This is an optimization exercise on Yosys and OpenROAD, whose aim is small area and a short achievable clock period, not a production implementation.
No activity file was given, so power comes from the tool's default toggle rates.

## run A
==> flow/design.v (excerpt) <==
module bpu_top (
   input  logic        clk_i,
   input  logic        rst_i,
   input  logic [31:0] curr_pc_i,
   output logic        pred_taken_o,
   output logic [31:0] pred_target_o,
   output logic        btb_hit_o,
   input  logic        res_valid_i,
   input  logic [31:0] res_pc_i,
   input  logic [31:0] res_target_i,
   input  logic        res_taken_i,
   input  logic        res_mispredict_i,
   output logic [31:0] mispred_cnt_o
);
For scale: ~1500 flip-flops, ~170 I/O pins.
Settings: LEC_CHECK=0, CAP_MARGIN=20, CORE_MARGIN=2, CORE_UTILIZATION=40, SETUP_SLACK_MARGIN=2.5, SLEW_MARGIN=20, SYNTH_HIERARCHICAL=1; clock period 7.0 ns.
standard.sh (not shown) runs the stock make flow with config.mk's settings and CLKGATE_MAP_FILE= SYNTH_SCRIPT=/design/flow/synth_recipe.tcl, a recipe that flattens the netlist after the stock synthesis.
==> flow/flow/run.sh <==
#!/bin/bash
# Standard layout (the standard.sh: ORFS from synthesis to the final layout), with
# clock tree synthesis told not to add dummy balancing loads to the clock tree.
set -euo pipefail
cd "$(dirname "$0")/.."
bash standard.sh \
   CTS_ARGS="-sink_clustering_enable -repair_clock_nets -dont_use_dummy_load" \
   finish > flow_make.log 2>&1
Modified inputs, run B compared to run A
- setting CTS_CLUSTER_SIZE to 40 for the first time
- setting CTS_CLUSTER_DIAMETER to 60 for the first time
-- flow/flow/run.sh --
<<< run A, line 5
cd "$(dirname "$0")/.."
bash standard.sh \
   CTS_ARGS="-sink_clustering_enable -repair_clock_nets -dont_use_dummy_load" \
   finish > flow_make.log 2>&1
>>> run B, line 5
cd "$(dirname "$0")/.."
bash standard.sh \
   CTS_ARGS="-sink_clustering_enable -repair_clock_nets -dont_use_dummy_load -sink_clustering_size 60 -sink_clustering_max_diameter 75" \
   finish > flow_make.log 2>&1
==> comparison <==
Comparing run B with run A, the met2 layer usage reported by global route came out essentially unchanged. Final cell count without fillers in run B vs run A: down 56. Against run A, run B comes in 2.7% lower on setup fix buffers added after clock tree synthesis. Number of distinct library cell variants in the gate-level netlist after synthesis came out exactly the same in run B and run A. For run B and run A, there was not a single run that failed to finish clean. When run B is set beside run A, its depth of the critical timing path with buffers and inverters included turns out to be 2 smaller. Going from run A to run B, combinational group power grew by a few percent. Sequential share of layout area is higher on run B. Run B: design area 1.7% below run A. The run showing the greater power share of the sequential group is run B.
Changes in run C relative to run B:
- a deleted CTS_CLUSTER_SIZE that had been 40
- a deleted CTS_CLUSTER_DIAMETER that had been 60
==> flow/run.sh (new file) <==
#!/bin/bash
# synth_recipe.tcl (not shown) runs the flow's synth.tcl, then flattens the netlist and writes it again
# the make line also repeats each setting of config.mk as NAME=value (left out here)
make -C /OpenROAD-flow-scripts/flow DESIGN_CONFIG=/design/flow/config.mk WORK_HOME=/design/flow/orfs CLKGATE_MAP_FILE= SYNTH_SCRIPT=/design/flow/synth_recipe.tcl finish
removed: flow/flow/run.sh
removed: flow/standard.sh
Findings:
First-pass GRT wire length ended up about 1.2% higher on run C than on run B.
Against run B, the final cell area of run C is higher.
Taking run B as 1.0, run C lands at 1.18 on total power.
Multi-input logic area delta for run C relative to run B: 65 sq um lower
Amount of wire on met2 after detailed routing delta (run B -> run C): insignificant
Relative to run C, the following input files were edited for run D:
- an added CTS_CLUSTER_SIZE of 40
- an added CTS_CLUSTER_DIAMETER of 60
==> flow/flow/run.sh (new file) <==
#!/bin/bash
# Standard layout (the standard.sh: ORFS from synthesis to the final layout), with
# clock tree synthesis told not to add dummy balancing loads to the clock tree.
set -euo pipefail
cd "$(dirname "$0")/.."
bash standard.sh \
   CTS_ARGS="-sink_clustering_enable -repair_clock_nets -dont_use_dummy_load -sink_clustering_size 40 -sink_clustering_max_diameter 60" \
   finish > flow_make.log 2>&1
==> flow/standard.sh (new file) <==
#!/bin/bash
# synth_recipe.tcl (not shown) runs the flow's synth.tcl, then flattens the netlist and writes it again
# the make line also repeats each setting of config.mk as NAME=value (left out here)
make -C /OpenROAD-flow-scripts/flow DESIGN_CONFIG=/design/flow/config.mk WORK_HOME=/design/flow/orfs CLKGATE_MAP_FILE= SYNTH_SCRIPT=/design/flow/synth_recipe.tcl "${@:-finish}"
removed: flow/run.sh
Number of logic inverters in the finished layout came out exactly the same in run C and run D. From run C to run D the numbers moved as follows: clock tree cell share of total cell area fell 3.0 points; buffers inserted during post-CTS setup optimization shrank by 5; number of multi-input combinational cells in the layout was more or less identical.
No run of this note included a check of the RTL's function; only the layout flow was run.

what the ideal ports hide:
Ports are ideal in the flow. The routed layouts listed here were re-timed in OpenROAD.
Step 1: set_driving_cell puts a clkbuf_16 on clk_i and a buf_2 on each other input, an assumption about the parent block.
Step 2 moves the port delays by t, midway between the first and last clock arrival at a register: inputs arrive t later, outputs are due t later. That takes back most of the time a late clock gives input paths.
Slacks: no drivers / after step 1 / after step 2; pairs: no drivers / after step 1.
run	t (ns)	slack for setup (ns)	hold slack, ns	worst setup path at the end	pins driven straight from the clock port
run A	0.815	1.370 / 1.283 / 1.283	0.458 / 0.458 / 0.458	input to output	1
run B	0.782	1.369 / 1.125 / 1.125	0.460 / 0.460 / 0.460	input to output	1
run C	0.853	1.352 / 1.130 / 1.130	0.459 / 0.459 / 0.459	input to output	1
run D	0.785	1.366 / 1.104 / 1.104	0.456 / 0.456 / 0.456	input to output	1
After both steps setup and hold are still met in every run listed. For run D, which loses most, drivers alone change the setup slack by -0.262 ns; drivers and shift together by -0.262 ns.
